Source: an optimization exercise on an open RTL-to-GDS flow (aim: small area, a short achievable clock period and few clock cycles per item). Production flows keep margins and buffers that such runs may drop. The RTL was checked by simulation tests, not by an equivalence proof against the original design. No activity file was given, so power comes from the tool's default toggle rates.

## mpuTop
module mpuTop
#(
    parameter logic [4-1:0] peNum = '0
) (
    input  wire                     clk,
    input  wire                     reset,
    input  wire [64-1:0]    MsgData,
    input  wire                     MsgEmpty,
    input  wire [288-1:0]   CacheReadData,
    input  wire [256-1:0]   ReadData,
    input  wire                     ReadReady,
    input  wire                     AvFull,
    output logic                    MsgRead,
    output logic [10-1:0] CacheAddr,
    output logic                    CacheWriteEn,
    output logic [288-1:0]  CacheWriteData,
    output logic                    StartRead,
    output logic [33-1:0]  ReadAddress,
    output logic                    AvWrite,
    output logic [33-1:0] AvData
);
    localparam int VW = mpuPkg::VREC_WIDTH;
    logic stAddr;     
    logic stLook;     
    logic stFetch;    
    logic stPush;     
    logic cmpSelR;    
    logic idle;
    mpuPkg::msgFieldsT msg;
    logic [10-1:0] idxReg;
    mpuPkg::cacheLineT cacheLine;
    logic                    hit;
    logic [256-1:0]  base;
    logic [256-1:0]  newData;
    logic [32-1:0] newValExt;
    logic [1:0]              lt;
    logic [1:0]              updV;
    logic [1:0]              degNz;
    logic                    update;
    logic                    push;
    logic                    finish;      
    logic                    done;
    assign idle      = !(stAddr || stLook || stFetch || stPush);
    assign cacheLine = CacheReadData;
    assign hit       = cacheLine.valid && (cacheLine.tag == msg.tag);
  ...
For scale: about 970 cells after synthesis, ~980 I/O pins, ~8600 um2 of cells after synthesis.
export LEC_CHECK = 0
export CAP_MARGIN = 20
export CORE_AREA = 5 5 195 195
export CTS_BUF_LIST = sky130_fd_sc_hd__clkbuf_8
export DIE_AREA = 0 0 200 200
export PLACE_DENSITY = 0.6
export SETUP_SLACK_MARGIN = 0.3
export SLEW_MARGIN = 20
export SYNTH_HIERARCHICAL = 1
export SYNTH_MINIMUM_KEEP_SIZE = 0
export BUFFER_PORTS_ARGS = -buffer_cell sky130_fd_sc_hd__buf_1
export PLACE_PINS_ARGS = -min_distance 1 -min_distance_in_tracks -exclude left:90-110
export PRE_IO_PLACEMENT_TCL = /design/flow/flow/pins.tcl
create_clock -name core_clock -period 5.0 [get_ports {clk}]
standard.sh (not shown) runs the stock make flow with config.mk's settings and CLKGATE_MAP_FILE= SYNTH_SCRIPT=/design/flow/synth_recipe.tcl, a recipe that flattens the netlist after the stock synthesis.
==> flow/flow/run.sh <==
#!/bin/bash
set -euo pipefail
HERE=$(pwd)
cat >> config.mk <<EOC
export BUFFER_PORTS_ARGS = -buffer_cell sky130_fd_sc_hd__buf_1
export PLACE_PINS_ARGS = -min_distance 1 -min_distance_in_tracks -exclude left:90-110
export PRE_IO_PLACEMENT_TCL = $HERE/flow/pins.tcl
EOC
bash standard.sh > flow.log 2>&1
==> flow/flow/pins.tcl <==
# Clock pin in the middle of the left edge, alone in the excluded stretch
place_pin -pin_name clk -layer met3 -location {0 100} -pin_size {0.6 0.6} -force_to_die_boundary
Testbench counts at the start, summed over its fixed seeds: cycles 9,769, items 2,400.
Edit:
Settings changed: CTS_BUF_LIST sky130_fd_sc_hd__clkbuf_8 to unset, SETUP_SLACK_MARGIN 0.3 to unset.
The new run ran to the end with no violations.
Die area is unchanged.
Via count grows by 1.1%.
Synthesized area stays the same.
Edit:
==> flow/flow/run.sh (replaced) <==
#!/bin/bash
set -euo pipefail
HERE=$(pwd)
cat >> config.mk <<EOC
export BUFFER_PORTS_ARGS = -buffer_cell sky130_fd_sc_hd__buf_1
export PLACE_PINS_ARGS = -min_distance 1 -min_distance_in_tracks -exclude left:95-115
export PRE_IO_PLACEMENT_TCL = $HERE/flow/pins.tcl
EOC
bash standard.sh > flow.log 2>&1
==> flow/flow/pins.tcl (replaced) <==
# Clock pin in the middle of the left edge, alone in the excluded stretch
place_pin -pin_name clk -layer met3 -location {0 105} -pin_size {0.6 0.6} -force_to_die_boundary
Settings changed: CORE_AREA 5 5 195 195 to 7 7 203 203, DIE_AREA 0 0 200 200 to 0 0 210 210, PLACE_DENSITY 0.6 to 0.55, PLACE_PINS_ARGS -min_distance 1 -min_distance_in_tracks -exclude left:90-110 to -min_distance 1 -min_distance_in_tracks -exclude left:95-115, SETUP_SLACK_MARGIN set to 0.3.
What happened: Setup slack gains 0.28 ns; core utilization came out lower by 1.6 points; power is about the same.
Edit:
Settings changed: CTS_BUF_LIST set to sky130_fd_sc_hd__clkbuf_8.
Result: Final cell count grows by 0.45%. Synthesized area does not change. Wire length is higher by 2.1%. Clock power fell by 27%. Clock skew went up by 0.0038 ns. Count of clock-buffer cells in the layout does not change. Hold slack gets worse by 0.027 ns. Utilization climbs by 0.39 points.

==> re-timing with driven ports <==
The flow's constraints put no driver on any port. The routed layouts listed below were extracted and timed again, unchanged, in two steps. Step 1 (the two cells are an assumption about what drives the block):
set clk [get_ports {clk}]
set_driving_cell -lib_cell sky130_fd_sc_hd__clkbuf_16 $clk
set_driving_cell -lib_cell sky130_fd_sc_hd__buf_2 [delete_from_list [all_inputs] $clk]
Step 2 adds t to the input delays and takes it off the output delays; t is the mean of the earliest and latest rising clock arrival at the registers after step 1. Input paths then give back, and output paths get back, about the clock's delay inside the block. Three values: ideal ports, drivers, drivers and shift; two values: the first two.
| run | t, ns | setup slack, ns | worst hold slack (ns) | worst setup path after step 2 | latest minus earliest clock arrival (ns) |
|---|---|---|---|---|---|
| the first run | 0.408 | 0.404 / 0.369 / 0.384 | 0.510 / 0.510 / 0.510 | input to output | 0.025 / 0.025 |
| the second run | 0.393 | 0.162 / 0.122 / 0.185 | 0.496 / 0.496 / 0.496 | input to output | 0.013 / 0.013 |
| the third run | 0.386 | 0.447 / 0.405 / 0.405 | 0.531 / 0.531 / 0.531 | input to output | 0.008 / 0.008 |
| the fourth run | 0.407 | 0.438 / 0.403 / 0.428 | 0.504 / 0.504 / 0.504 | input to output | 0.012 / 0.013 |
After both steps every run listed still meets setup and hold. For the third run, which loses most, drivers alone change the setup slack by -0.042 ns; drivers and shift together by -0.042 ns.
